From an optimization exercise on the open Yosys and OpenROAD flow, aimed at small area; shortcuts taken in it are not production practice.
In this exercise RTL edits were held to simulation tests only and were not proved equivalent to the original.
Power figures rest on the tool's default switching activity, not on a simulated workload.

main:
==> flow/design.v <==
`default_nettype none
package yolo_pkg;
    localparam int GRID_COLS = 15;
    localparam int GRID_ROWS = 10;
    localparam int WIN_COL_LO = 1;
    localparam int WIN_COL_HI = 12;
    localparam int WIN_ROW_LO = 1;
    localparam int WIN_ROW_HI = 7;
    localparam int KEEP_N = 5;
    localparam int CONF_LSB = 32;
    localparam int RESULT_WORDS = 2 * KEEP_N;
    typedef logic [63:0] beat_t;
    typedef logic [7:0]  conf_t;
    typedef logic [31:0] box_t;
    typedef logic [3:0]  col_t;
    typedef logic [3:0]  row_t;
    typedef logic [31:0] word_t;
    typedef logic [3:0]  rd_addr_t;
    typedef enum logic [1:0] {
        SCAN_IDLE,
        SCAN_RUN,
        SCAN_DONE
    } scan_state_t;
endpackage
`default_nettype wire
`timescale 1ns/1ns
`default_nettype none
module grid_scanner (
    input  logic           clk,
    input  logic           e203_rst_n,
    input  logic           i_start,
    input  logic           i_clr,
    input  logic           i_valid,
    output logic           o_ready,
    output logic           o_done,
    output logic           o_beat_fire,
    output logic           o_in_window,
    output yolo_pkg::col_t o_col,
    output logic [2:0]     o_row,
    output logic           o_frame_open
);
    logic           run_q;
    logic           done_q;
    yolo_pkg::col_t col_q;
    yolo_pkg::row_t row_q;
    logic           col_wrap;
    logic           row_last;
    logic           frame_last;
    assign o_ready      = run_q;
    assign o_done       = done_q;
    assign o_frame_open = !run_q && !done_q && i_start;
    assign o_beat_fire  = i_valid && run_q;
    assign col_wrap   = (col_q == yolo_pkg::col_t'(yolo_pkg::GRID_COLS - 1));
    assign row_last   = (row_q == yolo_pkg::row_t'(yolo_pkg::GRID_ROWS - 1));
    assign frame_last = o_beat_fire && col_wrap && row_last;
    assign o_in_window = (col_q >= yolo_pkg::col_t'(yolo_pkg::WIN_COL_LO)) && (col_q <= yolo_pkg::col_t'(yolo_pkg::WIN_COL_HI)) &&
                         (row_q >= yolo_pkg::row_t'(yolo_pkg::WIN_ROW_LO)) && (row_q <= yolo_pkg::row_t'(yolo_pkg::WIN_ROW_HI));
    assign o_col = col_q;
    assign o_row = row_q[2:0];
    always_ff @(posedge clk or negedge e203_rst_n) begin
        if (!e203_rst_n) begin
            run_q  <= 1'b0;
            done_q <= 1'b0;
        end else begin
            run_q  <= o_frame_open || (run_q && !frame_last);
            done_q <= frame_last || (done_q && !i_clr);
        end
    end
    always_ff @(posedge clk or negedge e203_rst_n) begin
        if (!e203_rst_n) begin
            col_q <= '0;
            row_q <= '0;
        end else if (o_beat_fire) begin
            if (col_wrap) begin
                col_q <= '0;
                row_q <= row_last ? yolo_pkg::row_t'(0) : row_q + yolo_pkg::row_t'(1);
            end else begin
                col_q <= col_q + yolo_pkg::col_t'(1);
            end
        end
    end
endmodule
`default_nettype wire
`timescale 1ns/1ns
`default_nettype none
module top5_sorter (
    input  logic            clk,
    input  logic            e203_rst_n,
    input  logic            i_frame_open,
    input  logic            i_beat_fire,
    input  logic            i_in_window,
    input  yolo_pkg::beat_t i_beat,
    input  yolo_pkg::col_t  i_col,
    input  logic [2:0]      i_row,
    output yolo_pkg::conf_t [yolo_pkg::KEEP_N-1:0] o_conf,
    output yolo_pkg::box_t  [yolo_pkg::KEEP_N-1:0] o_box,
    output yolo_pkg::col_t  [yolo_pkg::KEEP_N-1:0] o_col,
    output logic [yolo_pkg::KEEP_N-1:0][2:0]       o_row,
    output logic [yolo_pkg::KEEP_N-1:0]            o_valid,
    output logic [yolo_pkg::KEEP_N-1:0][2:0]       o_rank
);
    localparam int N = yolo_pkg::KEEP_N;
    yolo_pkg::conf_t cur_conf;
    logic            take;
    yolo_pkg::conf_t [N-1:0] conf_q;
    yolo_pkg::box_t  [N-1:0] box_q;
    yolo_pkg::col_t  [N-1:0] col_q;
    logic [N-1:0][2:0]       row_q;
    logic [N-1:0]            valid_q;
    logic [N-1:0][2:0]       rank_q;
    logic [N-1:0]            gt;
    logic [N-1:0]            evict;
    logic [N-1:0]            load;
    logic                    ins;
    logic [2:0]              pos;
    function automatic logic conf_gt(input yolo_pkg::conf_t a, input yolo_pkg::conf_t b);
        logic g;
        g = 1'b0;
        for (int i = 0; i < 8; i++) begin
            g = (a[i] & ~b[i]) | ((a[i] | ~b[i]) & g);
        end
        conf_gt = g;
    endfunction
    assign cur_conf = i_beat[yolo_pkg::CONF_LSB +: 8];
    assign take     = i_beat_fire && i_in_window;
    always_comb begin
        for (int s = 0; s < N; s++) begin
            gt[s] = !valid_q[s] || conf_gt(cur_conf, conf_q[s]);
        end
    end
    always_comb begin
        for (int s = 0; s < N; s++) begin
            evict[s] = rank_q[s][2];
            load[s]  = take && evict[s] && gt[s] && (cur_conf != 8'h00);
        end
        ins = |load;
    end
    always_comb begin
        pos = 3'd0;
        for (int s = 0; s < N; s++) begin
            pos = pos + {2'b00, !gt[s]};
        end
    end
    always_ff @(posedge clk) begin
        for (int s = 0; s < N; s++) begin
            if (load[s]) begin
                conf_q[s] <= cur_conf;
                box_q[s]  <= i_beat[31:0];
                col_q[s]  <= i_col;
                row_q[s]  <= i_row;
            end
        end
    end
    always_ff @(posedge clk) begin
        for (int s = 0; s < N; s++) begin
            if (i_frame_open) begin
                rank_q[s] <= 3'(s);
            end else if (load[s]) begin
                rank_q[s] <= pos;
            end else if (ins && gt[s]) begin
                rank_q[s] <= rank_q[s] + 3'd1;
            end
        end
    end
    always_ff @(posedge clk or negedge e203_rst_n) begin
        if (!e203_rst_n) begin
            valid_q <= '0;
        end else if (i_frame_open) begin
            valid_q <= '0;
        end else begin
            valid_q <= valid_q | load;
        end
    end
    assign o_conf  = conf_q;
    assign o_box   = box_q;
    assign o_col   = col_q;
    assign o_row   = row_q;
    assign o_valid = valid_q;
    assign o_rank  = rank_q;
endmodule
`default_nettype wire
`timescale 1ns/1ns
`default_nettype none
module result_store (
    input  logic               clk,
    input  logic               e203_rst_n,
    input  yolo_pkg::conf_t [yolo_pkg::KEEP_N-1:0] i_conf,
    input  yolo_pkg::box_t  [yolo_pkg::KEEP_N-1:0] i_box,
    input  yolo_pkg::col_t  [yolo_pkg::KEEP_N-1:0] i_col,
    input  logic [yolo_pkg::KEEP_N-1:0][2:0]       i_row,
    input  logic [yolo_pkg::KEEP_N-1:0]            i_valid,
    input  logic [yolo_pkg::KEEP_N-1:0][2:0]       i_rank,
    input  yolo_pkg::rd_addr_t i_rd_addr,
    output yolo_pkg::word_t    o_rd_data
);
    localparam int N = yolo_pkg::KEEP_N;
    logic [N-1:0]       hit;
    logic [N-1:0]       hit_box;
    logic [N-1:0]       hit_info;
    logic [N-1:0]       sel_box_q;
    logic [N-1:0]       sel_info_q;
    always_ff @(posedge clk or negedge e203_rst_n) begin
        if (!e203_rst_n) begin
            sel_box_q  <= '0;
            sel_info_q <= '0;
        end else begin
            sel_box_q  <= hit_box;
            sel_info_q <= hit_info;
        end
    end
    always_comb begin
        for (int s = 0; s < N; s++) begin
            hit[s]      = i_valid[s] && (i_rank[s] == i_rd_addr[3:1]);
            hit_box[s]  = hit[s] && !i_rd_addr[0];
            hit_info[s] = hit[s] && i_rd_addr[0];
        end
    end
    always_comb begin
        o_rd_data = '0;
        for (int s = 0; s < N; s++) begin
            o_rd_data = o_rd_data | ({32{sel_box_q[s]}} & i_box[s])
                                  | ({32{sel_info_q[s]}} & {i_conf[s], i_col[s], 1'b0, i_row[s], 16'h0000});
        end
    end
endmodule
`default_nettype wire
`timescale 1ns/1ns
`default_nettype none
module yolo_layer_top (
    input  logic               clk,
    input  logic               e203_rst_n,
    input  logic               i_start,
    input  logic               i_clr,
    input  logic               i_valid,
    input  yolo_pkg::beat_t    i_beat,
    input  yolo_pkg::rd_addr_t i_rd_addr,
    output logic               o_ready,
    output yolo_pkg::word_t    o_rd_data,
    output logic               o_done
);
    wire       beat_fire;
    wire       in_window;
    wire yolo_pkg::col_t cur_col;
    wire [2:0] cur_row;
    wire       frame_open;
    wire yolo_pkg::conf_t [yolo_pkg::KEEP_N-1:0] rank_conf;
    wire yolo_pkg::box_t  [yolo_pkg::KEEP_N-1:0] rank_box;
    wire yolo_pkg::col_t  [yolo_pkg::KEEP_N-1:0] rank_col;
    wire [yolo_pkg::KEEP_N-1:0][2:0]             rank_row;
    wire [yolo_pkg::KEEP_N-1:0]                  rank_valid;
    wire [yolo_pkg::KEEP_N-1:0][2:0]             rank_pos;
    grid_scanner u_grid_scanner (
        .clk          (clk),
        .e203_rst_n   (e203_rst_n),
        .i_start      (i_start),
        .i_clr        (i_clr),
        .i_valid      (i_valid),
        .o_ready      (o_ready),
        .o_done       (o_done),
        .o_beat_fire  (beat_fire),
        .o_in_window  (in_window),
        .o_col        (cur_col),
        .o_row        (cur_row),
        .o_frame_open (frame_open)
    );
    top5_sorter u_top5_sorter (
        .clk          (clk),
        .e203_rst_n   (e203_rst_n),
        .i_frame_open (frame_open),
        .i_beat_fire  (beat_fire),
        .i_in_window  (in_window),
        .i_beat       (i_beat),
        .i_col        (cur_col),
        .i_row        (cur_row),
        .o_conf       (rank_conf),
        .o_box        (rank_box),
        .o_col        (rank_col),
        .o_row        (rank_row),
        .o_valid      (rank_valid),
        .o_rank       (rank_pos)
    );
    result_store u_result_store (
        .clk          (clk),
        .e203_rst_n   (e203_rst_n),
        .i_conf       (rank_conf),
        .i_box        (rank_box),
        .i_col        (rank_col),
        .i_row        (rank_row),
        .i_valid      (rank_valid),
        .i_rank       (rank_pos),
        .i_rd_addr    (i_rd_addr),
        .o_rd_data    (o_rd_data)
    );
endmodule
`default_nettype wire
export LEC_CHECK = 0
export CAP_MARGIN = 20
export CORE_MARGIN = 2
export CORE_UTILIZATION = 40
export CTS_CLUSTER_DIAMETER = 100
export CTS_CLUSTER_SIZE = 30
export SLEW_MARGIN = 20
create_clock -name core_clock -period 5.0 [get_ports {clk}]
standard.sh (not shown) runs the stock make flow with config.mk's settings and CLKGATE_MAP_FILE= SYNTH_SCRIPT=/design/flow/synth_recipe.tcl, a recipe that flattens the netlist after the stock synthesis.
==> flow/flow/run.sh <==
#!/bin/bash
# The standard layout, with the smallest buffer on each input and output port.
set -euo pipefail
bash standard.sh BUFFER_PORTS_ARGS="-buffer_cell sky130_fd_sc_hd__buf_1" finish > standard_make.log 2>&1
The inputs of the feature branch differ from those of main as listed below.
--- a/flow/design.v
+++ b/flow/design.v
@@ -130,8 +130,12 @@
     end
     always_comb begin
         for (int s = 0; s < N; s++) begin
-            evict[s] = rank_q[s][2];
-            load[s]  = take && evict[s] && gt[s] && (cur_conf != 8'h00);
+            if (!valid_q[N-1]) begin
+                evict[s] = !valid_q[s] && ((s == 0) || valid_q[(s == 0) ? 0 : s-1]);
+            end else begin
+                evict[s] = rank_q[s][2];
+            end
+            load[s] = take && evict[s] && gt[s] && (cur_conf != 8'h00);
         end
         ins = |load;
     end
@@ -153,11 +157,9 @@
     end
     always_ff @(posedge clk) begin
         for (int s = 0; s < N; s++) begin
-            if (i_frame_open) begin
-                rank_q[s] <= 3'(s);
-            end else if (load[s]) begin
+            if (load[s]) begin
                 rank_q[s] <= pos;
-            end else if (ins && gt[s]) begin
+            end else if (ins && valid_q[s] && gt[s]) begin
                 rank_q[s] <= rank_q[s] + 3'd1;
             end
         end
==> comparison <==
- The feature branch: final weighted congestion in routability-driven placement lower than main
- [compare] base=main new=the feature branch: number of gates on the worst path with buffers counted fell 4, portion of total power attributed to sequential cells fell 3.9 points, fraction of area in non-clock buffers about even, sequential power rose about 24%, placed wire-length estimate rose 230 um.
- On the feature branch: net count of the mapped netlist is 2.4% lower than what main gave.
- The number of antenna violations at the first check in global routing of the feature branch is lower than that of main.
- Going from main to the feature branch, die extent in y grew slightly.
- Compared with main, placed cell count in the feature branch increased slightly.
- The feature branch -> main: reported max-cap violation count delta 0, exact match
- Between main and the feature branch, the first-pass GRT wire length does not differ in any meaningful way.
- As far as global-route usage is concerned, the feature branch and main perform about the same.
- In the feature branch relative to main, total power had gone up by more than a quarter.

## static timing again, ports no longer ideal
How much do the figures lean on ideal ports? The routed layouts below were timed once more, with nothing changed but the port constraints. Step 1: set_driving_cell puts a clkbuf_16 on clk and a buf_2 on each other input, an assumption about the parent block. Step 2 also shifts input and output timing later by t, the mid clock arrival at the registers, as if the neighbouring blocks saw the same clock. a / b / c = ideal / step 1 / step 2; a / b = the first two.
run	t (ns)	setup WS [ns]	worst setup path after step 2	latest minus earliest clock arrival (ns)	cell pins on the clock port's net
main	0.522	0.815 / 0.830 / 0.308	input to register	0.038 / 0.038	1
the feature branch	0.518	1.025 / 1.009 / 0.490	input to register	0.019 / 0.019	1
After both steps setup and hold are still met in every run listed. The setup slack of the feature branch, which loses most, moves by -0.016 ns with the drivers and by -0.535 ns with both steps.
